Background: an optimization exercise with open tools, aiming at small area. Do not read the settings as production practice.
The RTL was checked by simulation tests, not by an equivalence proof against the original design.
Power and IR drop assume default switching activity.

==> design/flow/config.mk <==
export PLATFORM = sky130hd
export DESIGN_NAME = cpi_top
export DESIGN_NICKNAME = cpi_top
export VERILOG_FILES = /design/flow/design.v
export SDC_FILE = /design/flow/constraint.sdc
export NUM_CORES = 4
export LEC_CHECK = 0
export CAP_MARGIN = 0
export CORE_MARGIN = 2
export CORE_UTILIZATION = 40
export SLEW_MARGIN = 0
==> design/flow/constraint.sdc <==
create_clock -name core_clock -period 10.0 [get_ports {s_cam_clk_dft}]
set_input_delay 2.0000 -clock core_clock [delete_from_list [all_inputs] [get_ports {s_cam_clk_dft}]]
set_output_delay 2.0000 -clock core_clock [all_outputs]
set_load 0.01 [all_outputs]
==> design/flow/design.v <==
`default_nettype none
package cpi_pix_pkg;
    typedef logic [7:0] cam_byte_t;
    typedef logic [7:0] chan_t;
    typedef logic [15:0] coord_t;
    typedef logic [16:0] filt_sum_t;
    typedef logic [31:0] pix_word_t;
    typedef struct packed {
        chan_t r;
        chan_t g;
        chan_t b;
    } rgb_t;
    typedef struct packed {
        cam_byte_t first;
        cam_byte_t second;
    } cpi_pair_t;
endpackage
`default_nettype wire
`default_nettype none
package cpi_cfg_pkg;
    typedef enum logic [2:0] {
        FMT_RGB565     = 3'b000,
        FMT_RGB555     = 3'b001,
        FMT_RGB444     = 3'b010,
        FMT_BYP_LITEND = 3'b100,
        FMT_BYP_BIGEND = 3'b101
    } cpi_format_e;
    typedef logic [7:0] coeff_t;
    typedef logic [3:0] shift_t;
    typedef logic [5:0] drop_cnt_t;
    typedef struct packed {
        logic        enable;
        logic        vsync_pol;   
        logic        drop_en;
        drop_cnt_t   drop_val;    
        logic        slice_en;
        cpi_format_e format;
        shift_t      shift;
        logic [15:0]         row_len;     
        logic [15:0]         llx;
        logic [15:0]         lly;
        logic [15:0]         urx;
        logic [15:0]         ury;
        coeff_t      coeff_r;
        coeff_t      coeff_g;
        coeff_t      coeff_b;
    } cpi_cfg_t;
endpackage
`default_nettype wire
`timescale 1ns/1ps
`default_nettype none
module cpi_frame_ctrl (
    input  logic                  s_cam_clk_dft,
    input  logic                  rstn_i,
    input  cpi_cfg_pkg::cpi_cfg_t cfg_i,
    input  logic                  cam_vsync_i,
    output logic                  active_o,
    output logic                  frame_ok_o,
    output logic                  sof_o
);
    logic [1:0] en_sync_q;
    logic       en_s;
    logic       vsync_adj;
    logic       vsync_q;
    logic       active_q;
    logic [5:0] skip_q;      
    logic       skip_zero;
    assign en_s      = en_sync_q[1];
    assign vsync_adj = cam_vsync_i ^ cfg_i.vsync_pol;
    assign sof_o     = vsync_adj & ~vsync_q & en_s;
    assign skip_zero = (skip_q == 6'd0);
    assign active_o   = active_q;
    assign frame_ok_o = active_q & skip_zero;
    always_ff @(posedge s_cam_clk_dft or negedge rstn_i) begin
        if (!rstn_i) begin
            en_sync_q <= 2'b00;
        end else begin
            en_sync_q <= {en_sync_q[0], cfg_i.enable};
        end
    end
    always_ff @(posedge s_cam_clk_dft or negedge rstn_i) begin
        if (!rstn_i) begin
            vsync_q <= 1'b0;
        end else if (en_s) begin
            vsync_q <= vsync_adj;
        end
    end
    always_ff @(posedge s_cam_clk_dft or negedge rstn_i) begin
        if (!rstn_i) begin
            active_q <= 1'b0;
        end else if (!en_s) begin
            active_q <= 1'b0;
        end else if (sof_o) begin
            active_q <= 1'b1;
        end
    end
    logic       skip_ev;
    logic [5:0] skip_dec;
    logic [6:0] skip_bw;
    assign skip_ev    = sof_o & active_q;
    assign skip_bw[0] = skip_ev & ~skip_zero;
    for (genvar i = 0; i < 6; i++) begin : g_dec
        assign skip_dec[i]  = skip_q[i] ^ skip_bw[i];
        assign skip_bw[i+1] = ~skip_q[i] & skip_bw[i];
    end
    always_ff @(posedge s_cam_clk_dft) begin
        skip_q <= {6{en_s}} & (skip_dec | ({6{skip_ev & skip_zero & cfg_i.drop_en}} & cfg_i.drop_val));
    end
endmodule
`default_nettype wire
`timescale 1ns/1ps
`default_nettype none
module cpi_sampler (
    input  logic                   s_cam_clk_dft,
    input  logic                   rstn_i,
    input  cpi_cfg_pkg::cpi_cfg_t  cfg_i,
    input  cpi_pix_pkg::cam_byte_t cam_data_i,
    input  logic                   cam_hsync_i,
    input  logic                   active_i,
    input  logic                   frame_ok_i,
    input  logic                   sof_i,
    output cpi_pix_pkg::cam_byte_t first_o,
    output logic                   pair_valid_o
);
    logic        phase_first_q;
    logic [7:0]  first_q;
    logic [15:0] col_q;
    logic [15:0] row_q;
    logic        x_lo_seen_q;    
    logic        x_hi_past_q;    
    logic        y_lo_seen_q;
    logic        y_hi_past_q;
    logic        line_on;
    logic        second_byte;
    logic        in_window;
    logic        col_at_llx;
    logic        col_at_urx;
    logic        row_at_lly;
    logic        row_at_ury;
    logic        col_last;
    logic        row_last;
    assign line_on     = cam_hsync_i & active_i;
    assign second_byte = line_on & ~phase_first_q;
    assign col_at_llx = (col_q == cfg_i.llx);
    assign col_at_urx = (col_q == cfg_i.urx);
    assign row_at_lly = (row_q == cfg_i.lly);
    assign row_at_ury = (row_q == cfg_i.ury);
    assign col_last   = (col_q == cfg_i.row_len);
    assign in_window = ~cfg_i.slice_en |
                       ((x_lo_seen_q | col_at_llx) & ~x_hi_past_q &
                        (y_lo_seen_q | row_at_lly) & ~y_hi_past_q);
    assign first_o      = first_q;
    assign pair_valid_o = second_byte & frame_ok_i & in_window;
    always_ff @(posedge s_cam_clk_dft or negedge rstn_i) begin
        if (!rstn_i) begin
            phase_first_q <= 1'b1;
        end else if (!line_on) begin
            phase_first_q <= 1'b1;
        end else begin
            phase_first_q <= ~phase_first_q;
        end
    end
    always_ff @(posedge s_cam_clk_dft) begin
        first_q <= cam_data_i;
    end
    logic        clear;
    logic        col_step;
    logic        row_step;
    logic [15:0] col_inc;
    logic [15:0] row_inc;
    logic [16:0] col_cy;
    logic [16:0] row_cy;
    assign clear    = sof_i | ~active_i;
    assign col_step = second_byte & cfg_i.slice_en;
    assign row_step = col_step & col_last;
    assign col_cy[0] = col_step;
    assign row_cy[0] = row_step;
    for (genvar i = 0; i < 16; i++) begin : g_inc
        assign col_inc[i]  = col_q[i] ^ col_cy[i];
        assign col_cy[i+1] = col_q[i] & col_cy[i];
        assign row_inc[i]  = row_q[i] ^ row_cy[i];
        assign row_cy[i+1] = row_q[i] & row_cy[i];
    end
    assign row_last = row_cy[16];
    always_ff @(posedge s_cam_clk_dft) begin
        col_q       <= {16{~clear & ~row_step}} & col_inc;
        row_q       <= {16{~clear}} & row_inc;
        x_lo_seen_q <= ~clear & ~row_step & (x_lo_seen_q | (col_step & col_at_llx));
        x_hi_past_q <= ~clear & ~row_step & (x_hi_past_q | (col_step & col_at_urx));
        y_lo_seen_q <= ~clear & ~row_last & (y_lo_seen_q | (row_step & row_at_lly));
        y_hi_past_q <= ~clear & ~row_last & (y_hi_past_q | (row_step & row_at_ury));
    end
endmodule
`default_nettype wire
`timescale 1ns/1ps
`default_nettype none
module cpi_pixel_format (
    input  cpi_cfg_pkg::cpi_cfg_t  cfg_i,
    input  cpi_pix_pkg::cam_byte_t prev_i,
    input  cpi_pix_pkg::cam_byte_t cam_i,
    input  logic                   cycle_b_i,
    output logic [7:0]             sb_o,
    output logic [7:0]             ga_o,
    output logic [15:0]            byp_o,
    output logic                   is_rgb_o
);
    always_comb begin
        sb_o     = '0;
        ga_o     = '0;
        byp_o    = {prev_i, cam_i};   
        is_rgb_o = 1'b1;
        case (cfg_i.format)
            cpi_cfg_pkg::FMT_RGB565: begin
                if (cycle_b_i) begin
                    sb_o = {prev_i[4:0], 3'b000};
                end else begin
                    sb_o = {prev_i[7:3], 3'b000};
                    ga_o = {prev_i[2:0], cam_i[7:5], 2'b00};
                end
            end
            cpi_cfg_pkg::FMT_RGB555: begin
                if (cycle_b_i) begin
                    sb_o = {prev_i[4:0], 3'b000};
                end else begin
                    sb_o = {prev_i[6:2], 3'b000};
                    ga_o = {prev_i[1:0], cam_i[7:5], 3'b000};
                end
            end
            cpi_cfg_pkg::FMT_RGB444: begin
                sb_o = {prev_i[3:0], 4'b0000};
                if (!cycle_b_i) begin
                    ga_o = {cam_i[7:4], 4'b0000};
                end
            end
            cpi_cfg_pkg::FMT_BYP_BIGEND: begin
                is_rgb_o = 1'b0;
                byp_o    = {cam_i, prev_i};
            end
            default: is_rgb_o = 1'b0;
        endcase
    end
endmodule
`default_nettype wire
`timescale 1ns/1ps
`default_nettype none
module cpi_luma_filter (
    input  logic                   s_cam_clk_dft,
    input  logic                   rstn_i,
    input  cpi_cfg_pkg::cpi_cfg_t  cfg_i,
    input  logic [7:0]             sb_i,
    input  logic [7:0]             ga_i,
    input  logic [15:0]            byp_i,
    input  logic                   is_rgb_i,
    input  logic                   pair_valid_i,
    output logic                   cycle_b_o,
    output logic [15:0]            word_o,
    output logic                   wr_pend_o,
    output logic                   word_valid_o
);
    logic [16:0] sum_d;
    logic [16:0] hold_q;
    logic        rgb_v1_q;
    logic        rgb_v2_q;
    logic        byp_v1_q;
    logic [7:0]  sc;
    logic [16:0] acc;
    assign cycle_b_o = rgb_v1_q;
    assign sc  = rgb_v1_q ? cfg_i.coeff_b : cfg_i.coeff_r;
    assign acc = rgb_v1_q ? hold_q : 17'd0;
    cpi_luma_mac u_mac (
        .sb  ( sb_i          ),
        .sc  ( sc            ),
        .ga  ( ga_i          ),
        .cg  ( cfg_i.coeff_g ),
        .acc ( acc           ),
        .sum ( sum_d         )
    );
    always_ff @(posedge s_cam_clk_dft or negedge rstn_i) begin
        if (!rstn_i) begin
            rgb_v1_q     <= 1'b0;
            rgb_v2_q     <= 1'b0;
            byp_v1_q     <= 1'b0;
            word_valid_o <= 1'b0;
        end else begin
            rgb_v1_q     <= pair_valid_i & is_rgb_i;
            rgb_v2_q     <= rgb_v1_q;
            byp_v1_q     <= pair_valid_i & ~is_rgb_i;
            word_valid_o <= rgb_v2_q | byp_v1_q;
        end
    end
    always_ff @(posedge s_cam_clk_dft) begin
        hold_q <= is_rgb_i ? sum_d : {1'b0, byp_i};   
    end
    assign wr_pend_o = rgb_v2_q | byp_v1_q;
    logic [3:0]  sh;
    logic [16:0] t8, t4, t2, t1;
    assign sh = (rgb_v2_q && cfg_i.shift <= 4'd9) ? cfg_i.shift : 4'd0;
    assign t1 = sh[0] ? (hold_q >> 1) : hold_q;
    assign t2 = sh[1] ? (t1 >> 2) : t1;
    assign t4 = sh[2] ? (t2 >> 4) : t2;
    assign t8 = sh[3] ? (t4 >> 8) : t4;
    assign word_o = t8[15:0];
endmodule
module cpi_luma_mac (
    input  logic [7:0]  sb,
    input  logic [7:0]  sc,
    input  logic [7:0]  ga,
    input  logic [7:0]  cg,
    input  logic [16:0] acc,
    output logic [16:0] sum
);
    logic n1, n2, n3, n4, n5, n6, n7, n8, n9, n10, n11, n12, n13, n14, n15, n16, n17, n18, n19, n20, n21, n22, n23, n24, n25, n26, n27, n28, n29, n30, n31, n32, n33, n34, n35, n36, n37, n38, n39, n40, n41, n42, n43, n44, n45, n46, n47, n48, n49, n50, n51, n52, n53, n54, n55, n56, n57, n58, n59, n60, n61, n62, n63, n64, n65, n66, n67, n68, n69, n70, n71, n72, n73, n74, n75, n76, n77, n78, n79, n80, n81, n82, n83, n84, n85, n86, n87, n88, n89, n90, n91, n92, n93, n94, n95, n96, n97, n98, n99, n100, n101, n102, n103, n104, n105, n106, n107, n108, n109, n110, n111, n112, n113, n114, n115, n116, n117, n118, n119, n120, n121, n122, n123, n124, n125, n126, n127, n128, n129, n130, n131, n132, n133, n134, n135, n136, n137, n138, n139, n140, n141, n142, n143, n144, n145, n146, n147, n148, n149, n150, n151, n152, n153, n154, n155, n156, n157, n158, n159, n160, n161, n162, n163;
    assign n1 = ((ga[2] & cg[1]) | acc[3]) ^ (ga[3] & cg[0]) ^ (sb[3] & sc[0]);
    assign n2 = (((ga[2] & cg[1]) | acc[3]) & (ga[3] & cg[0])) | ((sb[3] & sc[0]) & (((ga[2] & cg[1]) | acc[3]) ^ (ga[3] & cg[0])));
    assign n3 = ((ga[2] & cg[2]) | acc[4]) ^ (ga[3] & cg[1]) ^ (ga[4] & cg[0]);
    assign n4 = (((ga[2] & cg[2]) | acc[4]) & (ga[3] & cg[1])) | ((ga[4] & cg[0]) & (((ga[2] & cg[2]) | acc[4]) ^ (ga[3] & cg[1])));
    assign n5 = (sb[3] & sc[1]) ^ (sb[4] & sc[0]) ^ n2;
    assign n6 = ((sb[3] & sc[1]) & (sb[4] & sc[0])) | (n2 & ((sb[3] & sc[1]) ^ (sb[4] & sc[0])));
    assign n7 = n3 ^ n5;
    assign n8 = n3 & n5;
    assign n9 = ((ga[2] & cg[3]) | acc[5]) ^ (ga[3] & cg[2]) ^ (ga[4] & cg[1]);
    assign n10 = (((ga[2] & cg[3]) | acc[5]) & (ga[3] & cg[2])) | ((ga[4] & cg[1]) & (((ga[2] & cg[3]) | acc[5]) ^ (ga[3] & cg[2])));
    assign n11 = (ga[5] & cg[0]) ^ (sb[3] & sc[2]) ^ (sb[4] & sc[1]);
    assign n12 = ((ga[5] & cg[0]) & (sb[3] & sc[2])) | ((sb[4] & sc[1]) & ((ga[5] & cg[0]) ^ (sb[3] & sc[2])));
    assign n13 = (sb[5] & sc[0]) ^ n4 ^ n11;
    assign n14 = ((sb[5] & sc[0]) & n4) | (n11 & ((sb[5] & sc[0]) ^ n4));
    assign n15 = n9 ^ n6 ^ n13;
    assign n16 = (n9 & n6) | (n13 & (n9 ^ n6));
    assign n17 = n8 ^ n15;
    assign n18 = n8 & n15;
    assign n19 = ((ga[2] & cg[4]) | acc[6]) ^ (ga[3] & cg[3]) ^ (ga[4] & cg[2]);
    assign n20 = (((ga[2] & cg[4]) | acc[6]) & (ga[3] & cg[3])) | ((ga[4] & cg[2]) & (((ga[2] & cg[4]) | acc[6]) ^ (ga[3] & cg[3])));
    assign n21 = (ga[5] & cg[1]) ^ (ga[6] & cg[0]) ^ (sb[3] & sc[3]);
    assign n22 = ((ga[5] & cg[1]) & (ga[6] & cg[0])) | ((sb[3] & sc[3]) & ((ga[5] & cg[1]) ^ (ga[6] & cg[0])));
    assign n23 = (sb[4] & sc[2]) ^ (sb[5] & sc[1]) ^ (sb[6] & sc[0]);
    assign n24 = ((sb[4] & sc[2]) & (sb[5] & sc[1])) | ((sb[6] & sc[0]) & ((sb[4] & sc[2]) ^ (sb[5] & sc[1])));
    assign n25 = n10 ^ n12 ^ n19;
    assign n26 = (n10 & n12) | (n19 & (n10 ^ n12));
    assign n27 = n21 ^ n23 ^ n14;
    assign n28 = (n21 & n23) | (n14 & (n21 ^ n23));
    assign n29 = n25 ^ n16 ^ n27;
    assign n30 = (n25 & n16) | (n27 & (n25 ^ n16));
    assign n31 = n18 ^ n29;
    assign n32 = n18 & n29;
    assign n33 = ((ga[2] & cg[5]) | acc[7]) ^ (ga[3] & cg[4]) ^ (ga[4] & cg[3]);
    assign n34 = (((ga[2] & cg[5]) | acc[7]) & (ga[3] & cg[4])) | ((ga[4] & cg[3]) & (((ga[2] & cg[5]) | acc[7]) ^ (ga[3] & cg[4])));
    assign n35 = (ga[5] & cg[2]) ^ (ga[6] & cg[1]) ^ (ga[7] & cg[0]);
    assign n36 = ((ga[5] & cg[2]) & (ga[6] & cg[1])) | ((ga[7] & cg[0]) & ((ga[5] & cg[2]) ^ (ga[6] & cg[1])));
    assign n37 = (sb[3] & sc[4]) ^ (sb[4] & sc[3]) ^ (sb[5] & sc[2]);
    assign n38 = ((sb[3] & sc[4]) & (sb[4] & sc[3])) | ((sb[5] & sc[2]) & ((sb[3] & sc[4]) ^ (sb[4] & sc[3])));
    assign n39 = (sb[6] & sc[1]) ^ (sb[7] & sc[0]) ^ n20;
    assign n40 = ((sb[6] & sc[1]) & (sb[7] & sc[0])) | (n20 & ((sb[6] & sc[1]) ^ (sb[7] & sc[0])));
    assign n41 = n22 ^ n24 ^ n33;
    assign n42 = (n22 & n24) | (n33 & (n22 ^ n24));
    assign n43 = n35 ^ n37 ^ n26;
    assign n44 = (n35 & n37) | (n26 & (n35 ^ n37));
    assign n45 = n39 ^ n41 ^ n28;
    assign n46 = (n39 & n41) | (n28 & (n39 ^ n41));
    assign n47 = n43 ^ n30 ^ n45;
    assign n48 = (n43 & n30) | (n45 & (n43 ^ n30));
    assign n49 = n32 ^ n47;
    assign n50 = n32 & n47;
    assign n51 = ((ga[2] & cg[6]) | acc[8]) ^ (ga[3] & cg[5]) ^ (ga[4] & cg[4]);
    assign n52 = (((ga[2] & cg[6]) | acc[8]) & (ga[3] & cg[5])) | ((ga[4] & cg[4]) & (((ga[2] & cg[6]) | acc[8]) ^ (ga[3] & cg[5])));
    assign n53 = (ga[5] & cg[3]) ^ (ga[6] & cg[2]) ^ (ga[7] & cg[1]);
    assign n54 = ((ga[5] & cg[3]) & (ga[6] & cg[2])) | ((ga[7] & cg[1]) & ((ga[5] & cg[3]) ^ (ga[6] & cg[2])));
    assign n55 = (sb[3] & sc[5]) ^ (sb[4] & sc[4]) ^ (sb[5] & sc[3]);
    assign n56 = ((sb[3] & sc[5]) & (sb[4] & sc[4])) | ((sb[5] & sc[3]) & ((sb[3] & sc[5]) ^ (sb[4] & sc[4])));
    assign n57 = (sb[6] & sc[2]) ^ (sb[7] & sc[1]) ^ n34;
    assign n58 = ((sb[6] & sc[2]) & (sb[7] & sc[1])) | (n34 & ((sb[6] & sc[2]) ^ (sb[7] & sc[1])));
    assign n59 = n36 ^ n38 ^ n51;
    assign n60 = (n36 & n38) | (n51 & (n36 ^ n38));
    assign n61 = n53 ^ n55 ^ n40;
    assign n62 = (n53 & n55) | (n40 & (n53 ^ n55));
    assign n63 = n42 ^ n57 ^ n59;
    assign n64 = (n42 & n57) | (n59 & (n42 ^ n57));
    assign n65 = n44 ^ n61 ^ n63;
    assign n66 = (n44 & n61) | (n63 & (n44 ^ n61));
    assign n67 = n46 ^ n65 ^ n48;
    assign n68 = (n46 & n65) | (n48 & (n46 ^ n65));
    assign n69 = n50 ^ n67;
    assign n70 = n50 & n67;
    assign n71 = ((ga[2] & cg[7]) | acc[9]) ^ (ga[3] & cg[6]) ^ (ga[4] & cg[5]);
    assign n72 = (((ga[2] & cg[7]) | acc[9]) & (ga[3] & cg[6])) | ((ga[4] & cg[5]) & (((ga[2] & cg[7]) | acc[9]) ^ (ga[3] & cg[6])));
    assign n73 = (ga[5] & cg[4]) ^ (ga[6] & cg[3]) ^ (ga[7] & cg[2]);
    assign n74 = ((ga[5] & cg[4]) & (ga[6] & cg[3])) | ((ga[7] & cg[2]) & ((ga[5] & cg[4]) ^ (ga[6] & cg[3])));
    assign n75 = (sb[3] & sc[6]) ^ (sb[4] & sc[5]) ^ (sb[5] & sc[4]);
    assign n76 = ((sb[3] & sc[6]) & (sb[4] & sc[5])) | ((sb[5] & sc[4]) & ((sb[3] & sc[6]) ^ (sb[4] & sc[5])));
    assign n77 = (sb[6] & sc[3]) ^ (sb[7] & sc[2]) ^ n52;
    assign n78 = ((sb[6] & sc[3]) & (sb[7] & sc[2])) | (n52 & ((sb[6] & sc[3]) ^ (sb[7] & sc[2])));
    assign n79 = n54 ^ n56 ^ n71;
    assign n80 = (n54 & n56) | (n71 & (n54 ^ n56));
    assign n81 = n73 ^ n75 ^ n58;
    assign n82 = (n73 & n75) | (n58 & (n73 ^ n75));
    assign n83 = n60 ^ n77 ^ n79;
    assign n84 = (n60 & n77) | (n79 & (n60 ^ n77));
    assign n85 = n62 ^ n81 ^ n64;
    assign n86 = (n62 & n81) | (n64 & (n62 ^ n81));
    assign n87 = n83 ^ n66 ^ n85;
    assign n88 = (n83 & n66) | (n85 & (n83 ^ n66));
    assign n89 = n87 ^ n68 ^ n70;
    assign n90 = (n87 & n68) | (n70 & (n87 ^ n68));
    assign n91 = ((ga[3] & cg[7]) | acc[10]) ^ (ga[4] & cg[6]) ^ (ga[5] & cg[5]);
    assign n92 = (((ga[3] & cg[7]) | acc[10]) & (ga[4] & cg[6])) | ((ga[5] & cg[5]) & (((ga[3] & cg[7]) | acc[10]) ^ (ga[4] & cg[6])));
    assign n93 = (ga[6] & cg[4]) ^ (ga[7] & cg[3]) ^ (sb[3] & sc[7]);
    assign n94 = ((ga[6] & cg[4]) & (ga[7] & cg[3])) | ((sb[3] & sc[7]) & ((ga[6] & cg[4]) ^ (ga[7] & cg[3])));
    assign n95 = (sb[4] & sc[6]) ^ (sb[5] & sc[5]) ^ (sb[6] & sc[4]);
    assign n96 = ((sb[4] & sc[6]) & (sb[5] & sc[5])) | ((sb[6] & sc[4]) & ((sb[4] & sc[6]) ^ (sb[5] & sc[5])));
    assign n97 = (sb[7] & sc[3]) ^ n72 ^ n74;
    assign n98 = ((sb[7] & sc[3]) & n72) | (n74 & ((sb[7] & sc[3]) ^ n72));
    assign n99 = n76 ^ n91 ^ n93;
    assign n100 = (n76 & n91) | (n93 & (n76 ^ n91));
    assign n101 = n95 ^ n78 ^ n80;
    assign n102 = (n95 & n78) | (n80 & (n95 ^ n78));
    assign n103 = n97 ^ n99 ^ n82;
    assign n104 = (n97 & n99) | (n82 & (n97 ^ n99));
    assign n105 = n101 ^ n84 ^ n103;
    assign n106 = (n101 & n84) | (n103 & (n101 ^ n84));
    assign n107 = n86 ^ n105 ^ n88;
    assign n108 = (n86 & n105) | (n88 & (n86 ^ n105));
    assign n109 = n107 ^ n90;
    assign n110 = n107 & n90;
    assign n111 = ((ga[4] & cg[7]) | acc[11]) ^ (ga[5] & cg[6]) ^ (ga[6] & cg[5]);
    assign n112 = (((ga[4] & cg[7]) | acc[11]) & (ga[5] & cg[6])) | ((ga[6] & cg[5]) & (((ga[4] & cg[7]) | acc[11]) ^ (ga[5] & cg[6])));
    assign n113 = (ga[7] & cg[4]) ^ (sb[4] & sc[7]) ^ (sb[5] & sc[6]);
    assign n114 = ((ga[7] & cg[4]) & (sb[4] & sc[7])) | ((sb[5] & sc[6]) & ((ga[7] & cg[4]) ^ (sb[4] & sc[7])));
    assign n115 = (sb[6] & sc[5]) ^ (sb[7] & sc[4]) ^ n92;
    assign n116 = ((sb[6] & sc[5]) & (sb[7] & sc[4])) | (n92 & ((sb[6] & sc[5]) ^ (sb[7] & sc[4])));
    assign n117 = n94 ^ n96 ^ n111;
    assign n118 = (n94 & n96) | (n111 & (n94 ^ n96));
    assign n119 = n113 ^ n98 ^ n100;
    assign n120 = (n113 & n98) | (n100 & (n113 ^ n98));
    assign n121 = n115 ^ n117 ^ n102;
    assign n122 = (n115 & n117) | (n102 & (n115 ^ n117));
    assign n123 = n119 ^ n104 ^ n121;
    assign n124 = (n119 & n104) | (n121 & (n119 ^ n104));
    assign n125 = n106 ^ n123 ^ n108;
    assign n126 = (n106 & n123) | (n108 & (n106 ^ n123));
    assign n127 = n125 ^ n110;
    assign n128 = n125 & n110;
    assign n129 = ((ga[5] & cg[7]) | acc[12]) ^ (ga[6] & cg[6]) ^ (ga[7] & cg[5]);
    assign n130 = (((ga[5] & cg[7]) | acc[12]) & (ga[6] & cg[6])) | ((ga[7] & cg[5]) & (((ga[5] & cg[7]) | acc[12]) ^ (ga[6] & cg[6])));
    assign n131 = (sb[5] & sc[7]) ^ (sb[6] & sc[6]) ^ (sb[7] & sc[5]);
    assign n132 = ((sb[5] & sc[7]) & (sb[6] & sc[6])) | ((sb[7] & sc[5]) & ((sb[5] & sc[7]) ^ (sb[6] & sc[6])));
    assign n133 = n112 ^ n114 ^ n129;
    assign n134 = (n112 & n114) | (n129 & (n112 ^ n114));
    assign n135 = n131 ^ n116 ^ n118;
    assign n136 = (n131 & n116) | (n118 & (n131 ^ n116));
    assign n137 = n133 ^ n120 ^ n135;
    assign n138 = (n133 & n120) | (n135 & (n133 ^ n120));
    assign n139 = n122 ^ n137 ^ n124;
    assign n140 = (n122 & n137) | (n124 & (n122 ^ n137));
    assign n141 = n139 ^ n126 ^ n128;
    assign n142 = (n139 & n126) | (n128 & (n139 ^ n126));
    assign n143 = ((ga[6] & cg[7]) | acc[13]) ^ (ga[7] & cg[6]) ^ (sb[6] & sc[7]);
    assign n144 = (((ga[6] & cg[7]) | acc[13]) & (ga[7] & cg[6])) | ((sb[6] & sc[7]) & (((ga[6] & cg[7]) | acc[13]) ^ (ga[7] & cg[6])));
    assign n145 = (sb[7] & sc[6]) ^ n130 ^ n132;
    assign n146 = ((sb[7] & sc[6]) & n130) | (n132 & ((sb[7] & sc[6]) ^ n130));
    assign n147 = n143 ^ n134 ^ n145;
    assign n148 = (n143 & n134) | (n145 & (n143 ^ n134));
    assign n149 = n136 ^ n147 ^ n138;
    assign n150 = (n136 & n147) | (n138 & (n136 ^ n147));
    assign n151 = n149 ^ n140 ^ n142;
    assign n152 = (n149 & n140) | (n142 & (n149 ^ n140));
    assign n153 = ((ga[7] & cg[7]) | acc[14]) ^ (sb[7] & sc[7]) ^ n144;
    assign n154 = (((ga[7] & cg[7]) | acc[14]) & (sb[7] & sc[7])) | (n144 & (((ga[7] & cg[7]) | acc[14]) ^ (sb[7] & sc[7])));
    assign n155 = n146 ^ n153 ^ n148;
    assign n156 = (n146 & n153) | (n148 & (n146 ^ n153));
    assign n157 = n155 ^ n150 ^ n152;
    assign n158 = (n155 & n150) | (n152 & (n155 ^ n150));
    assign n159 = acc[15] ^ n154 ^ n156;
    assign n160 = (acc[15] & n154) | (n156 & (acc[15] ^ n154));
    assign n161 = n159 ^ n158;
    assign n162 = n159 & n158;
    assign n163 = acc[16] ^ n160 ^ n162;
    assign sum[0] = 1'b0;
    assign sum[1] = 1'b0;
    assign sum[2] = ((ga[2] & cg[0]) | acc[2]);
    assign sum[3] = n1;
    assign sum[4] = n7;
    assign sum[5] = n17;
    assign sum[6] = n31;
    assign sum[7] = n49;
    assign sum[8] = n69;
    assign sum[9] = n89;
    assign sum[10] = n109;
    assign sum[11] = n127;
    assign sum[12] = n141;
    assign sum[13] = n151;
    assign sum[14] = n157;
    assign sum[15] = n161;
    assign sum[16] = n163;
endmodule
`default_nettype wire
`timescale 1ns/1ps
`default_nettype none
module cpi_out_fifo (
    input  logic        s_cam_clk_dft,
    input  logic        rstn_i,
    input  logic        flush_i,
    input  logic [15:0] wr_data_i,
    input  logic        wr_pend_i,
    input  logic        wr_valid_i,
    output logic [31:0] rd_data_o,
    output logic        rd_valid_o,
    input  logic        rd_ready_i,
    output logic        overflow_o
);
    logic [15:0] mem [8];
    logic [3:0]  count_q;
    logic [3:0]  count_d;
    logic        full;
    logic        wr_en;
    logic        rd_en;
    logic        pend;
    logic        shift_in;
    logic [2:0]  rd_idx;
    assign full       = count_q[3];
    assign wr_en      = wr_valid_i & ~full & ~flush_i;
    assign rd_valid_o = (count_q != 4'd0);
    assign rd_en      = rd_valid_o & rd_ready_i;
    assign pend       = wr_valid_i & ~full;
    logic [2:0] idx_q;
    logic [2:0] idx_d;
    assign rd_idx = idx_q;
    always_comb begin
        idx_d = idx_q;
        if (flush_i) begin
            idx_d = shift_in ? 3'd0 : 3'd7;
        end else if (shift_in && !rd_en) begin
            idx_d = idx_q + 3'd1;
        end else if (rd_en && !shift_in) begin
            idx_d = idx_q - 3'd1;
        end
    end
    always_ff @(posedge s_cam_clk_dft or negedge rstn_i) begin
        if (!rstn_i) begin
            idx_q <= 3'd7;
        end else begin
            idx_q <= idx_d;
        end
    end
    logic [7:0]  rd_sel;
    logic [15:0] rd_word;
    always_comb begin
        rd_word = '0;
        for (int i = 0; i < 8; i++) begin
            rd_sel[i] = (rd_idx == 3'(i));
            rd_word   = rd_word | (mem[i] & {16{rd_sel[i]}});
        end
    end
    assign rd_data_o  = {16'd0, rd_word};
    always_comb begin
        count_d = count_q;
        if (flush_i) begin
            count_d = 4'd0;
        end else if (wr_en && !rd_en) begin
            count_d = {count_q[3] | (&count_q[2:0]), count_q[2] ^ (&count_q[1:0]), count_q[1] ^ count_q[0], ~count_q[0]};
        end else if (rd_en && !wr_en) begin
            count_d = {1'b0, count_q[2] ^ ~(|count_q[1:0]), ~(count_q[1] ^ count_q[0]), ~count_q[0]};
        end
    end
    assign shift_in = wr_pend_i & ~count_d[3];
    always_ff @(posedge s_cam_clk_dft or negedge rstn_i) begin
        if (!rstn_i) begin
            count_q    <= '0;
            overflow_o <= 1'b0;
        end else begin
            count_q <= count_d;
            if (flush_i) begin
                overflow_o <= 1'b0;
            end else if (wr_valid_i && full) begin
                overflow_o <= 1'b1;
            end
        end
    end
    always_ff @(posedge s_cam_clk_dft) begin
        if (shift_in) begin
            mem[0] <= wr_data_i;
            for (int i = 1; i < 8; i++) begin
                mem[i] <= mem[i-1];
            end
        end
    end
endmodule
`default_nettype wire
`timescale 1ns/1ps
`default_nettype none
module cpi_top #(
    parameter int unsigned FIFO_DEPTH = 8
) (
    input  logic                   s_cam_clk_dft,
    input  logic                   rstn_i,
    input  logic                   cfg_enable_i,
    input  logic                   cfg_vsync_pol_i,
    input  logic                   cfg_drop_en_i,
    input  logic [5:0]             cfg_drop_val_i,
    input  logic                   cfg_slice_en_i,
    input  logic [2:0]             cfg_format_i,
    input  logic [3:0]             cfg_shift_i,
    input  logic [15:0]            cfg_row_len_i,
    input  logic [15:0]            cfg_llx_i,
    input  logic [15:0]            cfg_lly_i,
    input  logic [15:0]            cfg_urx_i,
    input  logic [15:0]            cfg_ury_i,
    input  logic [7:0]             cfg_coeff_r_i,
    input  logic [7:0]             cfg_coeff_g_i,
    input  logic [7:0]             cfg_coeff_b_i,
    input  logic [7:0]             cam_data_i,
    input  logic                   cam_hsync_i,
    input  logic                   cam_vsync_i,
    output logic [31:0]            out_data_o,
    output logic                   out_valid_o,
    input  logic                   out_ready_i,
    output logic                   overflow_o,
    output logic                   frame_evt_o
);
    cpi_cfg_pkg::cpi_cfg_t cfg_i;
    assign cfg_i.enable    = cfg_enable_i;
    assign cfg_i.vsync_pol = cfg_vsync_pol_i;
    assign cfg_i.drop_en   = cfg_drop_en_i;
    assign cfg_i.drop_val  = cfg_drop_val_i;
    assign cfg_i.slice_en  = cfg_slice_en_i;
    assign cfg_i.format    = cpi_cfg_pkg::cpi_format_e'(cfg_format_i);
    assign cfg_i.shift     = cfg_shift_i;
    assign cfg_i.row_len   = cfg_row_len_i;
    assign cfg_i.llx       = cfg_llx_i;
    assign cfg_i.lly       = cfg_lly_i;
    assign cfg_i.urx       = cfg_urx_i;
    assign cfg_i.ury       = cfg_ury_i;
    assign cfg_i.coeff_r   = cfg_coeff_r_i;
    assign cfg_i.coeff_g   = cfg_coeff_g_i;
    assign cfg_i.coeff_b   = cfg_coeff_b_i;
    logic        active;
    logic        frame_ok;
    logic        sof;
    cpi_pix_pkg::cam_byte_t prev;
    logic        pair_valid;
    logic [7:0]  sb;
    logic [7:0]  ga;
    logic [15:0] byp;
    logic        is_rgb;
    logic        cycle_b;
    logic [15:0] word;
    logic        wr_pend;
    logic        word_valid;
    assign frame_evt_o = sof;
    cpi_frame_ctrl u_frame_ctrl (
        .s_cam_clk_dft ( s_cam_clk_dft ),
        .rstn_i        ( rstn_i        ),
        .cfg_i         ( cfg_i         ),
        .cam_vsync_i   ( cam_vsync_i   ),
        .active_o      ( active        ),
        .frame_ok_o    ( frame_ok      ),
        .sof_o         ( sof           )
    );
    cpi_sampler u_sampler (
        .s_cam_clk_dft ( s_cam_clk_dft ),
        .rstn_i        ( rstn_i        ),
        .cfg_i         ( cfg_i         ),
        .cam_data_i    ( cam_data_i    ),
        .cam_hsync_i   ( cam_hsync_i   ),
        .active_i      ( active        ),
        .frame_ok_i    ( frame_ok      ),
        .sof_i         ( sof           ),
        .first_o       ( prev          ),
        .pair_valid_o  ( pair_valid    )
    );
    cpi_pixel_format u_pixel_format (
        .cfg_i         ( cfg_i         ),
        .prev_i        ( prev          ),
        .cam_i         ( cam_data_i    ),
        .cycle_b_i     ( cycle_b       ),
        .sb_o          ( sb            ),
        .ga_o          ( ga            ),
        .byp_o         ( byp           ),
        .is_rgb_o      ( is_rgb        )
    );
    cpi_luma_filter u_luma_filter (
        .s_cam_clk_dft ( s_cam_clk_dft ),
        .rstn_i        ( rstn_i        ),
        .cfg_i         ( cfg_i         ),
        .sb_i          ( sb            ),
        .ga_i          ( ga            ),
        .byp_i         ( byp           ),
        .is_rgb_i      ( is_rgb        ),
        .pair_valid_i  ( pair_valid    ),
        .cycle_b_o     ( cycle_b       ),
        .word_o        ( word          ),
        .wr_pend_o     ( wr_pend       ),
        .word_valid_o  ( word_valid    )
    );
    cpi_out_fifo u_out_fifo (
        .s_cam_clk_dft ( s_cam_clk_dft ),
        .rstn_i        ( rstn_i        ),
        .flush_i       ( ~cfg_i.enable ),   
        .wr_data_i     ( word          ),
        .wr_pend_i     ( wr_pend       ),
        .wr_valid_i    ( word_valid    ),
        .rd_data_o     ( out_data_o    ),
        .rd_valid_o    ( out_valid_o   ),
        .rd_ready_i    ( out_ready_i   ),
        .overflow_o    ( overflow_o    )
    );
endmodule
`default_nettype wire
==> design/flow/flow/run.sh <==
#!/bin/bash
# The standard layout (the standard.sh, standard synthesis included) with
# three placement/CTS choices changed through ORFS variables:
#  - port buffers use the smallest buffer cell instead of clkdlybuf4s50_1,
#  - CTS builds larger sink clusters with clkbuf_16 and inserts no dummy loads,
#  - the single tie cell from synthesis is kept instead of one per tied port.
set -euo pipefail
export BUFFER_PORTS_ARGS="-buffer_cell sky130_fd_sc_hd__buf_1"
export CTS_ARGS="-sink_clustering_enable -repair_clock_nets -dont_use_dummy_load -sink_clustering_size 25 -sink_clustering_max_diameter 100 -buf_list sky130_fd_sc_hd__clkbuf_16"
export SKIP_REPAIR_TIE_FANOUT=1
bash standard.sh > standard.log 2>&1
==> design/flow/standard.sh <==
#!/bin/bash
# synth_recipe.tcl (not shown) runs the flow's synth.tcl, then flattens the netlist and writes it again
# the make line also repeats each setting of config.mk as NAME=value (left out here)
make -C /OpenROAD-flow-scripts/flow DESIGN_CONFIG=/design/flow/config.mk WORK_HOME=/design/flow/orfs CLKGATE_MAP_FILE= SYNTH_SCRIPT=/design/flow/synth_recipe.tcl "${@:-finish}"
==> results.txt, run 1 <==
- Synth async-reset ratio: 0.0802
- Drt first pass iters: 6
- Distinct cells, synth: 59
- Total grt overflow: 0
- Metal2 WL: 13200 um
- Final-report setup violation count: 0
- Top Ports: around 170
- Antenna Nets Post-Route: 0
- Hold Crit Class: flop to flop
- Power after layout: 2.07 mW
- Total GRT Usage: 0.169
- IO buf count: 152
- Maximum fanout along the worst path: 19
- Via density: 5.26
- Status: complete, no violations
- Setup bufs post-CTS: 0
- VDD IR max: between 0.08 and 0.09 mV
- CP max-delay cell: nor3_1
- Clock Tree Buf Depth: 3
- Drt wl/cell: 17.8 um
- TNS Setup: 0 ns
- Layout cells sized above 1: 0.0475
- Post-synthesis mux area share: 0.0677
- Initial core utilization: 0.407
- Largest family of logic cells by synthesized area: adder cells
- DP Worst Slack: 0.910 ns
- Least-Margin Pin Slew: 1.11 ns
- Wirelength, routed: 27700 um
- Area of the mapped netlist: 12500 um^2
- Clk_skew: 0.0223 ns
- Startpoint types: input pin
- Cell mode on critical path: fa_1
- CTS tree: built
- Count of state elements after synthesis: ~210
- Final hold violation count: 0
- CTS Buf Count: 12
- # rows: 64
- Vias in the first global route: 8212
- CTS sink cnt: ~210
- Gate Count Post-Synth: 1040
- First-pass GRT wire length: 44600 um
- Post-CTS sizing: 0
- Post-synth EDFFs: around 130
- Initial antenna violation count: 2
- Die H: 180 um
- Uppermost layer routed: met4
- Arr. time, crit path: 8.92 ns
- Die X: 180 um
- Post-CTS Hold Buffers: 0
- DRT met1 WL: 12900 um
- RSZ-0062 raised after global routing: false
- Normalized max-slew margin: 0.261
- Clock latency on the worst-skew pair: 0.47 ns
- Max_cap viols: 0
- Post-DP HPWL: 20700 um
- CP Data Required Time: 10.37 ns
- Crit Path Category: input pin to flop
- Sequential area share after synthesis: 0.451
- Mean Syn Cell Area: about 12 um^2
- Fmax: between 100 and 150 MHz
- Pwr per Cell Area: 152 nW/um^2
- Post-synthesis compound-gate area fraction: 0.0902
- H-Tree Depth: 1
- Clk slew on worst S/H paths: 0.10 ns
- Syn nets: 1301
- Final nets: around 1400
- Tcrit/Tclk final: 0.856
- Iter 0 DRT Violations: about 670
- Top FF cell, synth: edfxtp_1
- Area grow syn2layout: 9.31%
- RePlAce Congestion: about 0.85
- Worst path max stage delay: 0.70 ns
- Filler cells: 2917
- DRC Markers: 0
- Setup ws final: 1.44 ns
- Final design utilization: 0.445
- Final Critical Period: 8.56 ns
- Placeable core area: 30600 um^2
- YS warnings: 6
- Register Area: between 5000 and 6000 um^2
- Fraction of the mapped netlist area in adder cells: 0.172
- Footprint of the multi-input gates: 6210 um^2
- Root Driver: clkbuf_16
- Critical Path End Type: flop
- Leakage: ~5.4 nW
- DR vias: 8179
- Slew Limit Fails: 0
- Largest net degree at the start of global routing: 92
- Routed length on met3: 1010 um
- Post-Synth XOR/XNOR Area: 0.0640
- Synth Area in Simple Gates: 0.104
- Full die area: 32600 um^2
[through the flow]
stage,hold WS [ns],cells,area (um^2)
after floorplan,0.331,1040,12500
after global placement,0.334,1542,13300
after detailed placement,0.335,1542,13300
after CTS,0.362,1554,13600
after global routing,0.363,1556,13600
final,0.358,1556,13600
[layer usage]
metal	vias to the layer above	GRT usage
li1	3917	-
met1	4052	0.241
met2	181	0.280
met3	29	0.0148
met4	0	0.0400
met5	-	0
[state kept, by name, summed over array words and instances (netlist names), 2 cells and up]
| signal | count |
|---|---|
| u_frame_ctrl.en_sync_q | 2 |
| u_sampler.row_q | 16 |
| u_out_fifo.idx_q | 3 |
| u_out_fifo.mem | 128 |
| u_out_fifo.count_q | 4 |
| u_sampler.col_q | 16 |
| u_sampler.first_q | 8 |
| u_luma_filter.hold_q | 17 |
| u_frame_ctrl.skip_q | 6 |
[cell usage in the layout, fill, tap and decap left out, types with 3 or more instances in the layout]
cell       count
o211ai_1       3
mux2_2        10
a211oi_1       7
a221o_1       17
mux4_1         4
a21boi_1       5
nand3_1        5
nor4_1        17
nor2b_1       11
nand4_1       10
xnor2_1       33
buf_1        152
and2_1        56
dfstp_2        4
nand3b_1       3
nor2_1        21
dfrtp_1       13
a21o_1         3
fa_1          73
a22o_1         3
o21a_1         5
ha_1          54
a22oi_1       17
inv_1         88
clkbuf_16     12
xor2_1        58
nor3_1         9
a21oi_1       15
a31oi_1        3
mux4_2        10
o21ai_0       18
mux2i_1       40
a222oi_1      32
buf_4         11
edfxtp_1     128
a2111oi_2      3
dfxtp_1       67
nand2_1      112
[synth_stat cells, types with 18 or more instances]
library cell	number	area [um^2]
dfxtp_1	67	1340
ha_1	54	676
nand2_1	112	420
a222oi_1	32	320
and2_1	56	350
xnor2_1	33	289
mux2i_1	40	400
edfxtp_1	128	3840
fa_1	73	1460
xor2_1	58	508
clkbuf_1	24	90.1
nor2_1	22	82.6
o21ai_0	18	90.1
inv_1	88	330
[logic make-up (layout without fill, tap and decap cells)]
logic type | Yosys count | after routing
buffers and inverters | 146 | 264
other | 1 | 3
adder cells (fa/ha/maj) | 127 | 127
AO/OA/AOI/OAI | 140 | 140
AND/OR/NAND/NOR | 259 | 259
flip-flops | 212 | 212
XOR/XNOR | 91 | 91
multiplexers | 64 | 64
[worst max-delay path, delay by kind of cell]
| kind | cells | cell delay, ns |
|---|---|---|
| compound gates | 2 | 0.26 |
| simple gates | 4 | 1.01 |
| fa+ha+maj | 13 | 4.45 |
| buf+inv | 6 | 0.90 |
| xor+xnor | 2 | 0.29 |
[worst paths after layout]
kind | from | end | slack, ns | depth (start not counted)
worst max-delay path | cfg_format_i[0] | u_luma_filter.hold_q[16] | 1.44 | 27
worst min-delay path | u_frame_ctrl.en_sync_q[0] | u_frame_ctrl.en_sync_q[1] | 0.36 | 0
worst max register to register | u_luma_filter.rgb_v1_q | u_luma_filter.hold_q[16] | 3.01 | 24
worst min register to register | u_frame_ctrl.en_sync_q[0] | u_frame_ctrl.en_sync_q[1] | 0.36 | 0
max in group asynchronous | rstn_i | u_out_fifo.overflow_o | 7.72 | 1
min in group asynchronous | rstn_i | u_frame_ctrl.vsync_q | 1.67 | 1
[power breakdown]
part	leakage [nW]	switching, mW	internal [mW]	total, mW
Combinational	3.34	0.339	0.259	0.598
Sequential	1.91	0.0418	0.951	0.993
Clock	0.148	0.263	0.216	0.480
[layout make-up]
class                           instances  area share
Antenna cell                            2    0.000368
Sequential cell                       212       0.412
Inverter                               89      0.0245
Tap cell                              396      0.0364
Clock buffer                           12      0.0221
Timing Repair Buffer                  163      0.0480
Multi-Input combinational cell        682       0.456
==> run 2, diff against run 1 <==
--- a/design/flow/flow/run.sh
+++ b/design/flow/flow/run.sh
@@ -6,6 +6,6 @@
 #  - the single tie cell from synthesis is kept instead of one per tied port.
 set -euo pipefail
 export BUFFER_PORTS_ARGS="-buffer_cell sky130_fd_sc_hd__buf_1"
-export CTS_ARGS="-sink_clustering_enable -repair_clock_nets -dont_use_dummy_load -sink_clustering_size 25 -sink_clustering_max_diameter 100 -buf_list sky130_fd_sc_hd__clkbuf_16"
+export CTS_ARGS="-sink_clustering_enable -repair_clock_nets -dont_use_dummy_load -sink_clustering_size 30 -sink_clustering_max_diameter 150 -buf_list sky130_fd_sc_hd__clkbuf_16"
 export SKIP_REPAIR_TIE_FANOUT=1
 bash standard.sh > standard.log 2>&1
==> run 2 against run 1 <==
Global-route usage shrank 0.088 points. Via count shrank 0.37%. First-iteration DRC count fell by 0.15%. Critical path type unchanged. Synthesized cell count stayed put. Largest power group unchanged. Area after synthesis unchanged.
==> results.txt, run 2 <==
- Vias in the first global route: 8186 (-0.32%)
- DP Worst Slack: 0.910 ns (unchanged)
- Top FF cell, synth: edfxtp_1
- Synth cell count leaders: edfxtp_1, nand2_1, inv_1
- Largest register FFs: 128 (unchanged)
- Die X: 180 um (unchanged)
- H-Tree Depth: 1 (unchanged)
- CTS sink cnt: 212 (unchanged)
- Startpoint types: input pin
- VDD IR max: 0.0894 mV (+2.5%)
- Synth area leaders: edfxtp_1, fa_1, dfxtp_1, ha_1, xor2_1
- Critical Path End Type: flop
- CTS Buf Count: 11 (-1)
- Clk_skew: 0.0839 ns (+0.0617 ns)
- Reg with most FFs: u_out_fifo.mem
- Crit Path Category: input pin to flop
- Synth async-reset ratio: 0.0802 (unchanged)
- Arr. time, crit path: 8.93 ns (about the same)
- TNS Setup: 0 ns (unchanged)
- Area grow syn2layout: 9.11%
- Count of state elements after synthesis: 212 (unchanged)
- CP Data Required Time: 10.38 ns (about the same)
- Antenna Nets Post-Route: 0 (unchanged)
- Final hold violation count: 0 (unchanged)
- YS warnings: 6 (unchanged)
- Tcrit/Tclk final: 0.854 (-0.00147)
- Die H: 180 um (unchanged)
- Post-CTS sizing: 0 (unchanged)
- Slew Limit Fails: 0 (unchanged)
- Most common cell after layout, fill and taps aside: buf_1
- DR vias: 8149 (-0.37%)
- Wirelength, routed: 27700 um (about the same)
- Gate Count Post-Synth: 1040 (unchanged)
- Top Registers: u_out_fifo.mem: 128 flops, u_luma_filter.hold_q: 17 flops
- Drt first pass iters: 9 (+3)
- IO buf count: 152 (unchanged)
- Final-report setup violation count: 0 (unchanged)
- Min-delay src: u_frame_ctrl.en_sync_q[0]
- RePlAce Congestion: 0.849 (unchanged)
- Distinct cells, synth: 59 (unchanged)
- Via density: 5.24 (-0.30%)
- Root Driver: clkbuf_16
- Hold Crit Class: flop to flop
- Total GRT Usage: 0.168 (-0.000881)
- Layout cells sized above 1: 0.0467 (-0.000823)
- Clk slew on worst S/H paths: 0.12 ns (+0.02 ns)
- Setup bufs post-CTS: 0 (unchanged)
- Non-Filler Instances: 1555 (-0.064%)
- Worst R2R Path Depth: 24 (unchanged)
- DRC Markers: 0 (unchanged)
- Initial antenna violation count: 2 (unchanged)
- Iter 0 DRT Violations: 673 (-0.15%)
- Top Ports: 169 (unchanged)
- Placed instance count: 1542 (unchanged)
- Initial core utilization: 0.407 (unchanged)
- Setup ws final: 1.46 ns (+0.0147 ns)
- Status: complete, no violations
- Final Critical Period: 8.54 ns (-0.0147 ns)
- Least-Margin Pin Slew: 1.10 ns (-0.00945 ns)
- Post-DP HPWL: 20700 um (unchanged)
- Drt wl/cell: 17.8 um (about the same)
- First-pass GRT wire length: 44400 um (-0.48%)
- Sequential area share after synthesis: 0.451 (unchanged)
- Clock latency on the worst-skew pair: 0.48 ns (about the same)
- Leading area contributor after synthesis: edfxtp_1
- Mean Syn Cell Area: 12.0 um^2 (unchanged)
- Worst reg2reg endpoint: u_luma_filter.hold_q[16]
- RSZ-0062 raised after global routing: false
- Worst hold path cell count: 0 (unchanged)
- Most frequent cells in the layout: buf_1, edfxtp_1, nand2_1
- Placeable core area: 30600 um^2 (unchanged)
- Syn nets: 1301 (unchanged)
- Post-synth EDFFs: 128 (unchanged)
- Clock Tree Buf Depth: 3 (unchanged)
- Area of the mapped netlist: 12500 um^2 (unchanged)
- Largest net degree at the start of global routing: 92 (unchanged)
- Maximum fanout along the worst path: 19 (unchanged)
- Worst flop-to-flop path startpoint: u_luma_filter.rgb_v1_q
- Power after layout: 2.05 mW (-1.1%)
- Share of the synthesized area in the top cell type: 0.309 (unchanged)
- WHS Endpoint: u_frame_ctrl.en_sync_q[1]
- Post-CTS Hold Buffers: 0 (unchanged)
- Max_cap viols: 0 (unchanged)
- Leakage: 5.39 nW (-0.23%)
- # rows: 64 (unchanged)
- Normalized max-slew margin: 0.267 (+0.00630)
- Final nets: 1420 (-0.070%)
- Total grt overflow: 0 (unchanged)
- Register-to-register setup slack: 2.99 ns (-0.02 ns)
- Most frequent cell after synthesis: edfxtp_1
- Pwr per Cell Area: 151 nW/um^2 (-0.87%)
- CTS tree: built
- Fmax: 117 MHz (+0.17%)
- Full die area: 32600 um^2 (unchanged)
[run 2: cell counts after synthesis]
Identical to the previous run, type by type.
[run 2: worst max-delay path by stage]
stage	from	endpoint	slack (ns)	cells after the start
after floorplan	cfg_enable_i	u_out_fifo.mem[0][0]	1.70	3
after global placement	cfg_format_i[0]	u_luma_filter.hold_q[16]	1.06	27
after detailed placement	cfg_format_i[0]	u_luma_filter.hold_q[16]	0.91	27
after CTS	cfg_format_i[0]	u_luma_filter.hold_q[16]	1.42	27
after global routing	cfg_format_i[0]	u_luma_filter.hold_q[16]	0.92	27
final	cfg_format_i[0]	u_luma_filter.hold_q[16]	1.46	27
[run 2: kinds of logic after synthesis]
family | synth area share
mux | 0.0677
other cells | 0.000301
xor+xnor | 0.0640
simple gates | 0.104
fa+ha+maj | 0.172
buf+inv | 0.0513
flops | 0.451
compound gates | 0.0902
[run 2: final cells by class]
type	count	area (um^2)
multi-input combinational	682	6210
tap	396	495
sequential	212	5620
inverter	89	334
fill	2923	17000
antenna	2	5.00
timing repair buffer	163	653
clock buffer	11	275
[run 2: critical path, stage by stage]
cell and delay (ns):
buf_1 0.63, nand2_1 0.10, a21oi_1 0.18, a31oi_1 0.08, nor3_1 0.71, nand2_1 0.16, fa_1 0.51, inv_1 0.05
fa_1 0.39, fa_1 0.54, inv_1 0.05, fa_1 0.47, fa_1 0.52, inv_1 0.04, ha_1 0.18, fa_1 0.36
ha_1 0.20, ha_1 0.18, inv_1 0.07, fa_1 0.16, inv_1 0.05, fa_1 0.38, fa_1 0.37, ha_1 0.19
xnor2_1 0.16, xnor2_1 0.13, nor2_1 0.05
[run 2: layer usage]
| metal | track usage | up-vias | part of all wire |
|---|---|---|---|
| met4 | 0.0361 | 0 | 0.017 |
| met2 | 0.276 | 162 | 0.48 |
| met5 | 0 | - | 0 |
| met1 | 0.245 | 4052 | 0.47 |
| li1 | - | 3908 | - |
| met3 | 0.0146 | 27 | 0.036 |
[run 2: through the flow]
stage | utilization | hold slack (ns) | area [um^2]
after CTS | 0.444 | 0.362 | 13600
after detailed placement | 0.435 | 0.335 | 13300
after global routing | 0.444 | 0.372 | 13600
after global placement | 0.435 | 0.334 | 13300
after floorplan | - | 0.331 | 12500
final | 0.444 | 0.360 | 13600
[run 2: power breakdown]
group          switching, mW  internal [mW]  leakage, nW
combinational          0.340          0.259         3.34
clock                  0.258          0.199        0.136
sequential            0.0422          0.951         1.91
total                  0.640           1.41         5.39
==> run 3, diff against run 2 <==
--- a/design/flow/design.v
+++ b/design/flow/design.v
@@ -289,7 +289,7 @@
         end
     end
     always_ff @(posedge s_cam_clk_dft) begin
-        hold_q <= is_rgb_i ? sum_d : {1'b0, byp_i};   
+        hold_q <= is_rgb_i ? sum_d : {1'b0, byp_i};
     end
     assign wr_pend_o = rgb_v2_q | byp_v1_q;
     logic [3:0]  sh;
@@ -473,8 +473,8 @@
     assign n161 = n159 ^ n158;
     assign n162 = n159 & n158;
     assign n163 = acc[16] ^ n160 ^ n162;
-    assign sum[0] = 1'b0;
-    assign sum[1] = 1'b0;
+    assign sum[0] = acc[0];
+    assign sum[1] = acc[1];
     assign sum[2] = ((ga[2] & cg[0]) | acc[2]);
     assign sum[3] = n1;
     assign sum[4] = n7;
==> run 3 against run 2 <==
Still clean on timing, DRC and antenna. Die area rose by 0.27%. First-iteration DRC count fell by 0.89%. Final area rose by 0.36%. Area after synthesis rose by 0.27%. Sequential share of layout area barely moved. Sequential power fell by 1%. Combinational power fell by 28%. Power fell by 8.6%. Critical path depth did not move. Clock skew fell by 0.0079 ns. Fmax fell by 1.2%. Largest power group unchanged.
==> results.txt, run 3 <==
- Pwr per Cell Area: 137 nW/um^2 (-9.0%)
- Critical Path End Type: flop
- # rows: 64 (unchanged)
- Initial antenna violation count: 1 (-1)
- Area grow syn2layout: 9.21% (about the same)
- Crit Path Category: input pin to flop
- Post-DP HPWL: 20600 um (-0.72%)
- Post-Synth XOR/XNOR Area: 0.0624 (-0.00158)
- Post-CTS Hold Buffers: 0 (unchanged)
- Fmax: 116 MHz (-1.2%)
- Delay-heaviest family, CP: adder cells
- Startpoint types: input pin
- CTS tree: built
- Root Driver: clkbuf_16
- Leakage: 5.41 nW (+0.50%)
- Clock latency on the worst-skew pair: 0.48 ns (about the same)
- Distinct cells, synth: 62 (+5.1%)
- Hold Crit Class: flop to flop
- IO buf count: 152 (unchanged)
- RSZ-0062 raised after global routing: false
- DRC Markers: 0 (unchanged)
- Initial core utilization: 0.407 (about the same)
- Area of the mapped netlist: 12500 um^2 (+0.27%)
- Post-synth EDFFs: 130 (+1.6%)
- Most frequent cell after synthesis: edfxtp_1
- Die X: 181 um (+0.13%)
- Flop pwr share: 0.524 (+0.039)
- H-Tree Depth: 1 (unchanged)
- Arr. time, crit path: 9.03 ns (+0.10 ns)
- Gate Count Post-Synth: 1042 (+0.19%)
- Mean Syn Cell Area: 12.0 um^2 (about the same)
- Power after layout: 1.87 mW (-8.6%)
- Tcrit/Tclk final: 0.864 (+0.00997)
- CP Data Required Time: 10.39 ns (about the same)
- Setup bufs post-CTS: 0 (unchanged)
- Post-CTS sizing: 0 (unchanged)
- Max_cap viols: 0 (unchanged)
- Largest register FFs: 128 (unchanged)
- Antenna Nets Post-Route: 0 (unchanged)
- Final Critical Period: 8.64 ns (+0.0997 ns)
- VDD IR max: 0.0901 mV (+0.68%)
- CTS Buf Count: 11 (unchanged)
- YS warnings: 6 (unchanged)
- First-pass GRT wire length: 44500 um (+0.27%)
- Final nets: 1424 (+0.28%)
- Reg with most FFs: u_out_fifo.mem
- Clk slew on worst S/H paths: 0.12 ns (about the same)
- Synth Area in Simple Gates: 0.105 (+0.00102)
- Post-synthesis compound-gate area fraction: 0.0922 (+0.00196)
- DR vias: 8222 (+0.90%)
- Post-synthesis mux area share: 0.0667 (-0.000985)
- Drt first pass iters: 6 (-3)
- Buf/Inv on CP: 6 (unchanged)
- Syn nets: 1303 (+0.15%)
- Via density: 5.28 (+0.70%)
- Most frequent cells in the layout: buf_1, edfxtp_1, nand2_1
- Synth cell count leaders: edfxtp_1, nand2_1, inv_1
- Vias in the first global route: 8496 (+3.8%)
- Most common cell after layout, fill and taps aside: buf_1
- Synth area leaders: edfxtp_1, fa_1, dfxtp_1, ha_1, xor2_1
- Top Registers: u_out_fifo.mem: 128 flops, u_luma_filter.hold_q: 17 flops
- Clock share of power: 0.244 (+0.021)
- Count of state elements after synthesis: 212 (unchanged)
- Final hold violation count: 0 (unchanged)
- Full die area: 32700 um^2 (+0.27%)
- Die H: 181 um (+0.13%)
- Clk_skew: 0.0760 ns (-0.00790 ns)
- CP max-delay cell: nor3_1
- Top Ports: 169 (unchanged)
- Top FF cell, synth: edfxtp_1
- Sw Share: 0.288 (-0.0241)
- CTS sink cnt: 212 (unchanged)
- Synth async-reset ratio: 0.0802 (unchanged)
- Largest net degree at the start of global routing: 80 (-13%)
- Iter 0 DRT Violations: 667 (-0.89%)
- RePlAce Congestion: 0.827 (-2.6%)
- Total GRT Usage: 0.169 (+0.000521)
- Cell mode on critical path: fa_1
- Share of the synthesized area in the top cell type: 0.313 (+0.00397)
- Normalized max-slew margin: 0.322 (+0.0552)
- TNS Setup: 0 ns (unchanged)
- Least-Margin Pin Slew: 1.02 ns (-0.0827 ns)
- Comb pwr share: 0.231 (-0.061)
- Slew Limit Fails: 0 (unchanged)
- Int Pwr: 1.33 mW (-5.4%)
- Status: complete, no violations
- Wirelength, routed: 27600 um (-0.21%)
- Psw: 0.540 mW (-16%)
- Final-report setup violation count: 0 (unchanged)
- Largest family of logic cells by synthesized area: adder cells
- Total grt overflow: 0 (unchanged)
- Clock Tree Buf Depth: 3 (unchanged)
- Sequential area share after synthesis: 0.451 (about the same)
- Leading area contributor after synthesis: edfxtp_1
- Placeable core area: 30700 um^2 (+0.26%)
- Maximum fanout along the worst path: 18 (-1)
- Fraction of the mapped netlist area in adder cells: 0.171 (-0.000464)
- Worst path max stage delay: 0.69 ns (-0.02 ns)
- Layout cells sized above 1: 0.0491 (+0.00242)
- Drt wl/cell: 17.7 um (-0.40%)
## run 3: cell types whose count changed after synthesis, sizes merged, moves of 2 or more
| cell | delta |
|---|---|
| nand3 | +2 |
| edfxtp | +2 |
| a221oi | +2 |
| buf | -3 |
| o21ai | +5 |
| o211ai | +2 |
| xnor2 | -3 |
| nand2 | -3 |
| clkbuf | +3 |
| dfxtp | -2 |
| a222oi | -2 |
| nor2 | -4 |
## run 3: metal layers
metal	track usage	vias to the layer above	wire, um
li1	-	3930	-
met1	0.230	4037	12500
met2	0.279	213	13000
met3	0.0238	42	1330
met4	0.0535	0	753
met5	0	-	0
## run 3: final cells by class
cell class              instances  area (um^2)
multi-input cells             684         6230
diodes                          1         2.50
flip-flops and latches        212         5640
inverters                      89          334
repair buffers                165          668
fillers                      2913        17000
well taps                     396          495
clock buffers                  11          275
## run 3: logic make-up after synthesis
logic type,Yosys count
compound gates,146
xor+xnor,89
fa+ha+maj,127
buf+inv,146
flops,212
mux,63
other cells,1
simple gates,258
## run 3: path summary, 6_finish.rpt
kind / startpoint / to / slack, ns / depth (start not counted)
max in group asynchronous: rstn_i / u_frame_ctrl.active_q / 7.72 / 1
min reg2reg: u_frame_ctrl.en_sync_q[0] / u_frame_ctrl.en_sync_q[1] / 0.36 / 0
max reg2reg: u_luma_filter.rgb_v1_q / u_luma_filter.hold_q[16] / 3.01 / 24
min: u_frame_ctrl.en_sync_q[0] / u_frame_ctrl.en_sync_q[1] / 0.36 / 0
max: cfg_format_i[0] / u_luma_filter.hold_q[16] / 1.36 / 27
min in group asynchronous: rstn_i / u_luma_filter.rgb_v2_q / 1.66 / 1
## run 3: worst register-to-register path, stage by stage, from the launching register on
cell	delay, ns
dfrtp_1	0.38
buf_4	0.27
nor4_2	0.76
a22oi_1	0.21
fa_1	0.59
inv_1	0.05
fa_1	0.40
fa_1	0.56
inv_1	0.06
fa_1	0.46
fa_1	0.52
inv_1	0.04
ha_1	0.18
fa_1	0.36
ha_1	0.19
ha_1	0.18
inv_1	0.07
fa_1	0.16
inv_1	0.05
fa_1	0.37
fa_1	0.40
ha_1	0.20
xor2_1	0.15
a21oi_1	0.11
and3b_1	0.18
## run 3: power groups by stage
| stage | logic [mW] | clock network, mW | registers [mW] |
|---|---|---|---|
| detailed placement | 0.441 | 0 | 1.00 |
| finish | 0.433 | 0.458 | 0.981 |
| global route | 0.486 | 0.505 | 0.984 |
| global placement | 0.429 | 0 | 0.999 |
| floorplan | 0.295 | 0 | 0.980 |
| CTS | 0.442 | 0.474 | 0.980 |
## run 3: stage by stage
stage / std cells / setup slack [ns] / util / instance area (um^2) / hold slack [ns]
floorplan: 1042 / 1.71 / - / 12500 / 0.331
global route: 1558 / 0.977 / 0.445 / 13600 / 0.383
global placement: 1546 / 0.980 / 0.436 / 13400 / 0.332
finish: 1558 / 1.36 / 0.445 / 13600 / 0.359
detailed placement: 1546 / 0.851 / 0.436 / 13400 / 0.335
CTS: 1557 / 1.36 / 0.445 / 13600 / 0.362

-- afterwards: timing with drivers on the ports --
Ports are ideal in the flow. The routed layouts listed here were re-timed in OpenROAD. Step 1 assumes that a clkbuf_16 drives the clock port and a buf_2 every other input. Step 2 also shifts input and output timing later by t, the mid clock arrival at the registers, as if the neighbouring blocks saw the same clock. a / b / c = ideal ports / drivers / drivers and shift; a / b = the first two.
run	shift t [ns]	setup slack, ns	worst setup path at the end	latest minus earliest clock arrival (ns)	slew at the worst register clock pin (ns)
run 1	0.506	1.443 / 1.457 / 0.951	input to register	0.023 / 0.023	0.10 / 0.10
run 2	0.490	1.458 / 1.471 / 0.981	input to register	0.084 / 0.084	0.12 / 0.12
run 3	0.491	1.358 / 1.375 / 0.884	input to register	0.080 / 0.080	0.12 / 0.12
After both steps every run listed still meets setup and hold. The setup slack of run 1, which loses most, moves by +0.014 ns with the drivers and by -0.492 ns with both steps.
